Source: an optimization exercise on an open RTL-to-GDS flow (aim: small area). Production flows keep margins and buffers that such runs may drop.
In this exercise RTL edits were held to simulation tests only and were not proved equivalent to the original.
Power is estimated from default activity; no workload was simulated. The clock port is modelled as an ideal driver; clocking choices that lean on that would not hold on a real chip.

Setup of run 1:
Design postfix_expression_evaluator, start of the top module:
module postfix_expression_evaluator #(
	parameter int STACK_DEPTH = 16,
	parameter int MAX_DIGITS  = 4
) (
	input  logic               clk,
	input  logic               arst_n,
	input  logic               in_valid,
	output logic               in_stall,
	input  logic [7:0]         char_code,
	input  logic               end_of_text,
	output logic               out_valid,
	input  logic               out_stall,
	output logic signed [31:0] stack_value,
	output logic               stack_empty,
	output logic [2:0]         error_code,
	output logic               final_entry
);
For scale: ~930 cells after synthesis, about 600 flip-flops, ~14000 µm² of cells after synthesis.
==> flow/config.mk <==
export PLATFORM = sky130hd
export DESIGN_NAME = postfix_expression_evaluator
export DESIGN_NICKNAME = postfix_expression_evaluator
export VERILOG_FILES = /design/flow/design.v
export SDC_FILE = /design/flow/constraint.sdc
export NUM_CORES = 4
export LEC_CHECK = 0
export ABC_AREA = 1
export CAP_MARGIN = 20
export CORE_MARGIN = 2
export CORE_UTILIZATION = 40
export SLEW_MARGIN = 20
==> flow/constraint.sdc <==
create_clock -name core_clock -period 10.0 [get_ports {clk}]
set_input_delay 2.0000 -clock core_clock [delete_from_list [all_inputs] [get_ports {clk}]]
set_output_delay 2.0000 -clock core_clock [all_outputs]
set_load 0.01 [all_outputs]
standard.sh (not shown) runs the stock make flow with config.mk's settings and CLKGATE_MAP_FILE= SYNTH_SCRIPT=/design/flow/synth_recipe.tcl, a recipe that flattens the netlist after the stock synthesis.
==> flow/flow/run.sh <==
#!/bin/bash
# Standard layout; clock tree without dummy loads, ports buffered with the smallest buffer.
export CTS_ARGS="-sink_clustering_enable -repair_clock_nets -dont_use_dummy_load -buf_list sky130_fd_sc_hd__clkbuf_8 -sink_clustering_size 22 -sink_clustering_max_diameter 45"
export BUFFER_PORTS_ARGS="-buffer_cell sky130_fd_sc_hd__buf_1"
bash standard.sh > standard.log 2>&1
Relative to run 1, the following input files were edited for run 2:
==> flow/flow/run.sh <==
#!/bin/bash
# Standard layout; clock tree without dummy loads, ports buffered with the smallest buffer.
export CTS_ARGS="-sink_clustering_enable -repair_clock_nets -dont_use_dummy_load -buf_list sky130_fd_sc_hd__clkbuf_8 -sink_clustering_size 24 -sink_clustering_max_diameter 50"
export BUFFER_PORTS_ARGS="-buffer_cell sky130_fd_sc_hd__buf_1"
bash standard.sh > standard.log 2>&1
--- outcome ---
Run 2: done, clean on timing, DRC and antenna. Between run 1 and run 2, the portion of the clock cycle consumed by the worst path in the final layout figures differ only marginally. Run 2 vs. run 1: core utilization went down by 0.19 points. The share of post-route cells with drive strength above 1 number comes out higher for run 1 vs run 2. Compared with run 1, via count in run 2 decreased slightly.
### run 2 -> run 3
==> flow/flow/run.sh <==
#!/bin/bash
# Standard layout; clock tree without dummy loads, ports buffered with the smallest buffer.
export CTS_ARGS="-sink_clustering_enable -repair_clock_nets -dont_use_dummy_load -buf_list sky130_fd_sc_hd__clkbuf_16 -sink_clustering_size 36 -sink_clustering_max_diameter 80"
export BUFFER_PORTS_ARGS="-buffer_cell sky130_fd_sc_hd__buf_1"
bash standard.sh > standard.log 2>&1
Notes after the runs:
- The higher global-route usage came out of run 2.
- Post-route cell area across run 2 and run 3: no real change.
- met3 layer usage reported by global route for run 3: 0.84 points down relative to run 2
- Going from run 2 to run 3, share of the clock period used by the worst path after layout shrinks by 0.18 points.
- Reported for run 2 and run 3, sequential element share of the synthesized area turned out identical to the last digit.
- Summary — tightest slew margin relative to the limit, run 3 relative to run 2: higher, by 0.57 points.
- On fraction of area in registers, run 2 and run 3 are basically level.
- Comparing run 3 against run 2, there is no change at all in buffer depth of the longest clock path.
Changes in run 4 relative to run 3:
==> flow/flow/run.sh <==
#!/bin/bash
# Standard layout; clock tree without dummy loads, ports buffered with the smallest buffer.
export CTS_ARGS="-sink_clustering_enable -repair_clock_nets -dont_use_dummy_load -buf_list sky130_fd_sc_hd__clkbuf_8 -sink_clustering_size 20 -sink_clustering_max_diameter 60"
export BUFFER_PORTS_ARGS="-buffer_cell sky130_fd_sc_hd__buf_1"
bash standard.sh > standard.log 2>&1
--- outcome ---
- Summary: with run 3 as the reference, routed metal-1 wire length in run 4 moved up slightly.
- Clock power share was higher in run 3 than in run 4.
- Summary — wire length of the first global-routing pass, run 4 relative to run 3: higher, by about 2.3%.
- Going from run 3 to run 4, portion of the clock cycle consumed by the worst path in the final layout saw an increase; clock network power saw a decrease.
- Combinational share of power: run 4 vs run 3, no meaningful difference

* * *

postfix_expression_evaluator, a different RTL version from the one above (not shown whole).
Size in the first run: about 0.015 mm^2 of cells after synthesis.
export LEC_CHECK = 0
export ABC_AREA = 1
export CAP_MARGIN = 20
export CORE_MARGIN = 2
export CORE_UTILIZATION = 40
export SLEW_MARGIN = 20
create_clock -name core_clock -period 10.0 [get_ports {clk}]
==> flow/flow/run.sh <==
#!/bin/bash
# Standard layout; clock tree without dummy loads, ports buffered with the smallest buffer.
export CTS_ARGS="-sink_clustering_enable -repair_clock_nets -dont_use_dummy_load -buf_list sky130_fd_sc_hd__clkbuf_8 -sink_clustering_size 20 -sink_clustering_max_diameter 60"
export BUFFER_PORTS_ARGS="-buffer_cell sky130_fd_sc_hd__buf_1"
bash standard.sh > standard.log 2>&1
The baseline finished with timing, DRC and antenna clean.
Rerun with:
==> flow/flow/run.sh (replaced) <==
#!/bin/bash
# Standard layout; clock tree without dummy loads, ports buffered with the smallest buffer.
export CTS_ARGS="-sink_clustering_enable -repair_clock_nets -dont_use_dummy_load -buf_list sky130_fd_sc_hd__clkbuf_16 -sink_clustering_size 30 -sink_clustering_max_diameter 70"
export BUFFER_PORTS_ARGS="-buffer_cell sky130_fd_sc_hd__buf_1"
bash standard.sh > standard.log 2>&1
What happened: The new run completed without violations; synthesized cell count does not change; cell area increases by 0.56%; wire length decreases by 1.7%.

* * *

garnet:
postfix_expression_evaluator, a different RTL version from the one above (not shown whole).
For scale: roughly 600 flip-flops, ~52 I/O pins, about 15000 um^2 of cells after synthesis.
## postfix_expression_evaluator
module postfix_expression_evaluator #(
	parameter int STACK_DEPTH = 16,
	parameter int MAX_DIGITS  = 4
) (
	input  logic               clk,
	input  logic               arst_n,
	input  logic               in_valid,
	output logic               in_stall,
	input  logic [7:0]         char_code,
	input  logic               end_of_text,
	output logic               out_valid,
	input  logic               out_stall,
	output logic signed [31:0] stack_value,
	output logic               stack_empty,
	output logic [2:0]         error_code,
	output logic               final_entry
);
clock: 10.0 ns
lec_check: 0
cap_margin: 20
core_margin: 2
core_utilization: 60
cts_buf_list: sky130_fd_sc_hd__clkbuf_8
cts_cluster_size: 24
slew_margin: 20
run.sh (not shown) runs the stock make flow with config.mk's settings and CLKGATE_MAP_FILE= SYNTH_SCRIPT=/design/flow/synth_recipe.tcl, a recipe that flattens the netlist after the stock synthesis.
Stock flow here: none of the scripts above is used.
The inputs of juniper differ from those of garnet as listed below.
Settings: CTS_BUF_LIST changed from sky130_fd_sc_hd__clkbuf_8 to sky130_fd_sc_hd__clkbuf_4; CORE_UTILIZATION changed from 60 to 40; CTS_CLUSTER_SIZE removed (was 24).
- Changes observed in juniper relative to garnet: detailed-routed wire length on met3 picked up an extra about 20%; post-place instance area picked up an extra about 1.6%; peak supply drop lost 25%.
- Compared with garnet, in juniper flip-flop and latch share of the layout cell area went down, final-layout clock buffer total went up.
- garnet -> juniper: routed wire length increased by a few percent
The following lists how tundra was set up differently from juniper:
Settings: clearing CTS_BUF_LIST, which used to be sky130_fd_sc_hd__clkbuf_4.
==> comparison <==
Status | tundra and juniper | clean. Going from juniper to tundra, power density over the cells grew slightly. Core utilization ends up lower on tundra. Comparing maximum frequency for tundra and juniper, the bigger number came from tundra. Maximum clock path buffer count across tundra and juniper: no real change. Going from juniper to tundra, arrival time of the worst setup path -180 ps; multi-input gate area in the final layout ~0 delta; total design power +about 1.2%; static leakage -0.22 nW. juniper was larger in final cell area than tundra. For number of non-clock buffers, tundra and juniper come out practically identical.

==> what the ideal ports hide <==
The flow's constraints put no driver on any port. The routed layouts listed below were extracted and timed again, unchanged, in two steps.
Step 1: set_driving_cell puts a clkbuf_16 on clk and a buf_2 on each other input, an assumption about the parent block.
Step 2 also shifts input and output timing later by t, the mid clock arrival at the registers, as if the neighbouring blocks saw the same clock.
a / b / c = no drivers / after step 1 / after step 2; a / b = the first two.
run | t (ns) | setup slack, ns | worst data-port slew with drivers (ns)
run 1 | 0.591 | 5.799 / 5.754 / 6.345 | 0.04
run 2 | 0.562 | 5.795 / 5.748 / 6.311 | 0.04
run 3 | 0.571 | 5.812 / 5.767 / 6.338 | 0.04
run 4 | 0.571 | 5.773 / 5.727 / 6.298 | 0.04
the first run of note 2 | 0.575 | 5.868 / 5.823 / 6.398 | 0.04
the second run of note 2 | 0.571 | 5.828 / 5.780 / 6.350 | 0.04
garnet | 0.637 | 5.055 / 5.009 / 5.639 | 0.05
juniper | 0.794 | 4.894 / 4.851 / 5.615 | 0.07
tundra | 0.607 | 5.072 / 5.022 / 5.612 | 0.07
After both steps every run listed still meets setup and hold.
